This design comes from an exercise in tuning for small area, a short achievable clock period and few clock cycles per item on the open sky130 flow, not from production work. At most, simulation tests tie the RTL to the original design; equivalence was not proved. No activity file was given, so power comes from the tool's default toggle rates.

the previous run:
==> flow/design.v <==
`timescale 1ns / 1ps
package wsht_pkg;
  localparam int unsigned ID_W = 5;
  localparam logic OP_LOAD  = 1'b0;
  localparam logic OP_CLICK = 1'b1;
  typedef struct packed {
    logic probe;   
    logic load;    
    logic move;    
  } wsht_ctrl_t;
endpackage
`timescale 1ns / 1ps
module wsht_cell
#(
  parameter int unsigned COORD_BITS = 12
) (
  input  logic                  clk_i,
  input  logic                  we_i,
  input  logic [COORD_BITS-1:0] xl_i,
  input  logic [COORD_BITS-1:0] yl_i,
  input  logic [COORD_BITS-1:0] xh_i,
  input  logic [COORD_BITS-1:0] yh_i,
  input  logic [COORD_BITS-1:0] px_i,
  input  logic [COORD_BITS-1:0] py_i,
  output logic                  hit_x_o,
  output logic                  hit_y_o
);
  logic [COORD_BITS-1:0] xl_q, yl_q, xh_q, yh_q;
  logic                  ge_xl, le_xh, ge_yl, le_yh;
  wsht_ge #(.W(COORD_BITS)) u_ge_xl (.a_i(px_i), .b_i(xl_q), .ge_o(ge_xl));
  wsht_ge #(.W(COORD_BITS)) u_le_xh (.a_i(xh_q), .b_i(px_i), .ge_o(le_xh));
  wsht_ge #(.W(COORD_BITS)) u_ge_yl (.a_i(py_i), .b_i(yl_q), .ge_o(ge_yl));
  wsht_ge #(.W(COORD_BITS)) u_le_yh (.a_i(yh_q), .b_i(py_i), .ge_o(le_yh));
  assign hit_x_o = ge_xl & le_xh;
  assign hit_y_o = ge_yl & le_yh;
  always_ff @(posedge clk_i) begin
    if (we_i) begin
      xl_q <= xl_i;
      yl_q <= yl_i;
      xh_q <= xh_i;
      yh_q <= yh_i;
    end
  end
endmodule
module wsht_ge
#(
  parameter int unsigned W = 12
) (
  input  logic [W-1:0] a_i,
  input  logic [W-1:0] b_i,
  output logic         ge_o
);
  localparam int unsigned L = (W > 1) ? $clog2(W) : 1;
  logic [W-1:0] gt [L+1];
  logic [W-1:0] gq [L+1];
  assign gt[0] = a_i & ~b_i;
  assign gq[0] = a_i | ~b_i;
  for (genvar l = 0; l < L; l++) begin : g_lvl
    localparam int unsigned N = (W + (1 << l) - 1) >> l;
    for (genvar k = 0; k < W; k++) begin : g_rng
      if (2 * k + 1 < N) begin : g_join
        assign gt[l+1][k] = gt[l][2*k+1] | (gq[l][2*k+1] & gt[l][2*k]);
        assign gq[l+1][k] = gt[l][2*k+1] | (gq[l][2*k+1] & gq[l][2*k]);
      end else if (2 * k < N) begin : g_pass
        assign gt[l+1][k] = gt[l][2*k];
        assign gq[l+1][k] = gq[l][2*k];
      end else begin : g_none
        assign gt[l+1][k] = 1'b0;
        assign gq[l+1][k] = 1'b0;
      end
    end
  end
  assign ge_o = gq[L][0];
endmodule
`timescale 1ns / 1ps
module window_stack_hit_test_move_to_front_top
#(
  parameter int unsigned MAX_WINDOWS = 16,
  parameter int unsigned COORD_BITS  = 12
) (
  input  logic                  clk_i,
  input  logic                  rst_ni,
  input  logic                  in_valid_i,
  output logic                  in_ready_o,
  input  logic                  in_operation_i,
  input  logic [COORD_BITS-1:0] in_x_low_i,
  input  logic [COORD_BITS-1:0] in_y_low_i,
  input  logic [COORD_BITS-1:0] in_x_high_i,
  input  logic [COORD_BITS-1:0] in_y_high_i,
  output logic                  out_valid_o,
  input  logic                  out_ready_i,
  output logic [4:0]            out_window_id_o,
  output logic                  out_ignored_o,
  output logic                  out_store_full_o
);
  localparam int unsigned NW   = MAX_WINDOWS;
  localparam int unsigned ID_W = wsht_pkg::ID_W;
  logic                  busy_q;       
  logic                  accept;
  logic [NW-1:0]         used_q;       
  logic [NW-1:0]         free_first;   
  logic [NW-1:0]         hit_x, hit_y;
  logic                  is_full;
  logic                  is_load;
  assign accept  = in_valid_i && !busy_q;
  assign is_load = (in_operation_i == wsht_pkg::OP_LOAD);
  assign is_full = used_q[NW-1];
  for (genvar i = 0; i < NW; i++) begin : g_slot
    if (i == 0) begin : g_first
      assign free_first[i] = !used_q[i];
    end else begin : g_rest
      assign free_first[i] = !used_q[i] && used_q[i-1];
    end
    wsht_cell #(
      .COORD_BITS (COORD_BITS)
    ) u_cell (
      .clk_i   (clk_i),
      .we_i    (accept && is_load && free_first[i]),
      .xl_i    (in_x_low_i),
      .yl_i    (in_y_low_i),
      .xh_i    (in_x_high_i),
      .yh_i    (in_y_high_i),
      .px_i    (in_x_low_i),
      .py_i    (in_y_low_i),
      .hit_x_o (hit_x[i]),
      .hit_y_o (hit_y[i])
    );
  end
  logic [NW-1:0] hx_q, hy_q;    
  logic          s2_click_q;    
  logic          s2_load_q;     
  logic          s2_full_q;     
  always_ff @(posedge clk_i or negedge rst_ni) begin
    if (!rst_ni) begin
      used_q     <= '0;
      s2_click_q <= 1'b0;
      s2_load_q  <= 1'b0;
      s2_full_q  <= 1'b0;
    end else begin
      s2_click_q <= accept && !is_load;
      s2_load_q  <= accept && is_load && !is_full;
      s2_full_q  <= accept && is_load && is_full;
      if (accept && is_load) used_q <= {used_q[NW-2:0], 1'b1};
    end
  end
  always_ff @(posedge clk_i) begin
    hx_q <= hit_x & used_q;
    hy_q <= hit_y;
  end
  logic [NW-1:0] above_q [NW];
  logic [NW-1:0] hit;           
  logic [NW-1:0] newest;        
  logic [NW-1:0] blocked;       
  logic [NW-1:0] top;           
  for (genvar i = 0; i < NW; i++) begin : g_newest
    if (i == NW - 1) begin : g_last
      assign newest[i] = used_q[i];
    end else begin : g_rest
      assign newest[i] = used_q[i] && !used_q[i+1];
    end
  end
  assign hit = hx_q & hy_q;
  always_comb begin
    for (int i = 0; i < NW; i++) begin
      blocked[i] = 1'b0;
      for (int j = 0; j < NW; j++) begin
        if (j < i) blocked[i] = blocked[i] | (hit[j] &  above_q[j][i]);
        if (j > i) blocked[i] = blocked[i] | (hit[j] & ~above_q[i][j]);
      end
    end
  end
  assign top = ({NW{s2_click_q}} & hit & ~blocked) | ({NW{s2_load_q}} & newest);
  for (genvar i = 0; i < NW; i++) begin : g_row
    for (genvar j = i + 1; j < NW; j++) begin : g_col
      always_ff @(posedge clk_i) begin
        above_q[i][j] <= top[i] | (above_q[i][j] & ~top[j]);
      end
    end
  end
  logic          s3_valid_q;
  logic [NW-1:0] top_q;
  logic          s3_ign_q;
  logic          s3_full_q;
  always_ff @(posedge clk_i or negedge rst_ni) begin
    if (!rst_ni) begin
      s3_valid_q <= 1'b0;
    end else begin
      s3_valid_q <= s3_next;
    end
  end
  always_ff @(posedge clk_i) begin
    top_q     <= top;
    s3_ign_q  <= s2_click_q && !(|hit);
    s3_full_q <= s2_full_q;
  end
  logic [ID_W-1:0] res_id;
  always_comb begin
    res_id = '0;
    for (int i = 0; i < NW; i++) begin
      if (top_q[i]) res_id = res_id | ID_W'(i + 1);
    end
  end
  localparam int unsigned QD = 4;
  localparam int unsigned EW = ID_W + 2;
  logic [EW-1:0] q_data [QD];
  logic [QD-1:0] q_valid;
  logic [EW-1:0] sh_data [QD];
  logic [QD-1:0] sh_valid;
  logic [EW-1:0] nx_data [QD];
  logic [QD-1:0] nx_valid;
  logic          pop;
  logic          put;
  assign pop = q_valid[0] && out_ready_i;
  always_comb begin
    for (int k = 0; k < QD; k++) begin
      if (pop) begin
        sh_data[k]  = (k + 1 < QD) ? q_data[(k + 1) % QD] : q_data[k];
        sh_valid[k] = (k + 1 < QD) ? q_valid[(k + 1) % QD] : 1'b0;
      end else begin
        sh_data[k]  = q_data[k];
        sh_valid[k] = q_valid[k];
      end
    end
    put = s3_valid_q;
    for (int k = 0; k < QD; k++) begin
      nx_data[k]  = sh_data[k];
      nx_valid[k] = sh_valid[k];
      if (put && !sh_valid[k]) begin
        nx_data[k]  = {res_id, s3_ign_q, s3_full_q};
        nx_valid[k] = 1'b1;
        put         = 1'b0;
      end
    end
  end
  logic s2_next, s3_next;
  assign s2_next = accept;
  assign s3_next = s2_click_q || s2_load_q || s2_full_q;
  always_ff @(posedge clk_i or negedge rst_ni) begin
    if (!rst_ni) begin
      q_valid <= '0;
      busy_q  <= 1'b0;
    end else begin
      q_valid <= nx_valid;
      busy_q  <= nx_valid[QD-1]
              || (nx_valid[QD-2] && (s2_next || s3_next))
              || (nx_valid[QD-3] && s2_next && s3_next);
    end
  end
  always_ff @(posedge clk_i) begin
    for (int k = 0; k < QD; k++) q_data[k] <= nx_data[k];
  end
  assign in_ready_o       = !busy_q;
  assign out_valid_o      = q_valid[0];
  assign out_window_id_o  = q_data[0][EW-1:2];
  assign out_ignored_o    = q_data[0][1];
  assign out_store_full_o = q_data[0][0];
endmodule
export LEC_CHECK = 0
export CAP_MARGIN = 20
export CORE_MARGIN = 2
export CORE_UTILIZATION = 40
export CTS_CLUSTER_DIAMETER = 120
export CTS_CLUSTER_SIZE = 22
export PLACE_DENSITY = 0.6
export SETUP_SLACK_MARGIN = 2.3
export SLEW_MARGIN = 20
create_clock -name core_clock -period 4.5 [get_ports {clk_i}]
standard.sh (not shown) runs the stock make flow with config.mk's settings and CLKGATE_MAP_FILE= SYNTH_SCRIPT=/design/flow/synth_recipe.tcl, a recipe that flattens the netlist after the stock synthesis.
==> flow/flow/run.sh <==
#!/bin/bash
# Standard layout (the standard.sh, standard synthesis unchanged) with two
# resizer options changed: repair may swap a cell for any footprint, and the
# port buffers are plain buffers instead of delay cells.
set -uo pipefail
bash standard.sh MATCH_CELL_FOOTPRINT=0 \
  "BUFFER_PORTS_ARGS=-buffer_cell sky130_fd_sc_hd__buf_4" \
  finish > standard.log 2>&1
Testbench counts of the previous run, summed over its fixed seeds: cycles 4,824, items 4,800.
What the current run does differently from the previous run at the input level:
-- flow/design.v --
<<< the previous run, line 104
  logic                  is_load;
  assign accept  = in_valid_i && !busy_q;
  assign is_load = (in_operation_i == wsht_pkg::OP_LOAD);
  assign is_full = used_q[NW-1];
>>> the current run, line 104
  logic                  is_load;
  assign accept  = in_valid_i && !busy_q;
  logic [NW-1:0] wr_slot_q;
  logic [NW-1:0] used_d;
  logic          busy_d;
  assign is_load = (in_operation_i == wsht_pkg::OP_LOAD);
  assign is_full = used_q[NW-1];
<<< the previous run, line 116
    ) u_cell (
      .clk_i   (clk_i),
      .we_i    (accept && is_load && free_first[i]),
      .xl_i    (in_x_low_i),
      .yl_i    (in_y_low_i),
>>> the current run, line 119
    ) u_cell (
      .clk_i   (clk_i),
      .we_i    (in_valid_i && is_load && wr_slot_q[i]),
      .xl_i    (in_x_low_i),
      .yl_i    (in_y_low_i),
<<< the previous run, line 131
  logic          s2_load_q;     
  logic          s2_full_q;     
  always_ff @(posedge clk_i or negedge rst_ni) begin
    if (!rst_ni) begin
      used_q     <= '0;
      s2_click_q <= 1'b0;
      s2_load_q  <= 1'b0;
>>> the current run, line 134
  logic          s2_load_q;     
  logic          s2_full_q;     
  assign used_d = (accept && is_load) ? {used_q[NW-2:0], 1'b1} : used_q;
  always_ff @(posedge clk_i or negedge rst_ni) begin
    if (!rst_ni) begin
      used_q     <= '0;
      wr_slot_q  <= NW'(1);
      s2_click_q <= 1'b0;
      s2_load_q  <= 1'b0;
<<< the previous run, line 141
      s2_load_q  <= accept && is_load && !is_full;
      s2_full_q  <= accept && is_load && is_full;
      if (accept && is_load) used_q <= {used_q[NW-2:0], 1'b1};
    end
  end
>>> the current run, line 146
      s2_load_q  <= accept && is_load && !is_full;
      s2_full_q  <= accept && is_load && is_full;
      used_q     <= used_d;
      for (int i = 0; i < NW; i++) begin
        wr_slot_q[i] <= !busy_d && !used_d[i] && (i == 0 || used_d[(i + NW - 1) % NW]);
      end
    end
  end
<<< the previous run, line 170
    end
  end
  assign top = ({NW{s2_click_q}} & hit & ~blocked) | ({NW{s2_load_q}} & newest);
  for (genvar i = 0; i < NW; i++) begin : g_row
    for (genvar j = i + 1; j < NW; j++) begin : g_col
      always_ff @(posedge clk_i) begin
        above_q[i][j] <= top[i] | (above_q[i][j] & ~top[j]);
      end
    end
  end
  logic          s3_valid_q;
  logic [NW-1:0] top_q;
  logic          s3_ign_q;
  logic          s3_full_q;
>>> the current run, line 178
    end
  end
  logic          hit_prev;
  logic [NW-1:0] top_q;
  assign hit_prev = |(hit & top_q);
  assign top = ({NW{s2_click_q}} & (hit_prev ? top_q : (hit & ~blocked)))
             | ({NW{s2_load_q}} & newest);
  for (genvar i = 0; i < NW; i++) begin : g_row
    for (genvar j = i + 1; j < NW; j++) begin : g_col
      always_ff @(posedge clk_i) begin
        above_q[i][j] <= top_q[i] | (above_q[i][j] & ~top_q[j]);
      end
    end
  end
  logic          s3_valid_q;
  logic          s3_ign_q;
  logic          s3_full_q;
<<< the previous run, line 236
  assign s2_next = accept;
  assign s3_next = s2_click_q || s2_load_q || s2_full_q;
  always_ff @(posedge clk_i or negedge rst_ni) begin
    if (!rst_ni) begin
>>> the current run, line 247
  assign s2_next = accept;
  assign s3_next = s2_click_q || s2_load_q || s2_full_q;
  assign busy_d = nx_valid[QD-1]
               || (nx_valid[QD-2] && (s2_next || s3_next))
               || (nx_valid[QD-3] && s2_next && s3_next);
  always_ff @(posedge clk_i or negedge rst_ni) begin
    if (!rst_ni) begin
<<< the previous run, line 242
    end else begin
      q_valid <= nx_valid;
      busy_q  <= nx_valid[QD-1]
              || (nx_valid[QD-2] && (s2_next || s3_next))
              || (nx_valid[QD-3] && s2_next && s3_next);
    end
  end
>>> the current run, line 256
    end else begin
      q_valid <= nx_valid;
      busy_q  <= busy_d;
    end
  end
Notes after the runs:
The current run completed; timing, DRC and antenna clean. Compare the previous run and the current run | final-layout worst hold slack higher: the current run. Re clock network power share: the previous run and the current run aren't equal, and the lower value belongs to the current run. Going from the previous run to the current run, number of setup buffers added after CTS rose 8; total number of clock tree sinks now sits higher; minimum clock period after layout higher; sequential cell count increased by 1.6% relative to the old numbers; routed wire length decreased by about 1.6% relative to the old numbers. Status: post-route cell area parity (the previous run, the current run).
The RTL of the current run was laid out without a check of its function.

afterwards: timing with drivers on the ports:
How much do the figures lean on ideal ports? The routed layouts below were timed once more, with nothing changed but the port constraints. Step 1: set_driving_cell puts a clkbuf_16 on clk_i and a buf_2 on each other input, an assumption about the parent block. Step 2 moves the port delays by t, midway between the first and last clock arrival at a register: inputs arrive t later, outputs are due t later. That takes back most of the time a late clock gives input paths. a / b / c = ideal ports / drivers / drivers and shift; a / b = the first two.
run	t, ns	slack for setup (ns)	worst setup path after step 2	worst data-port slew with drivers (ns)	cell pins on the clock port's net
the previous run	0.704	2.289 / 2.191 / 1.487	input to register	0.22	1
the current run	0.743	2.264 / 2.219 / 1.476	input to register	0.20	1
After both steps every run listed still meets setup and hold. For the previous run, which loses most, drivers alone change the setup slack by -0.098 ns; drivers and shift together by -0.802 ns.
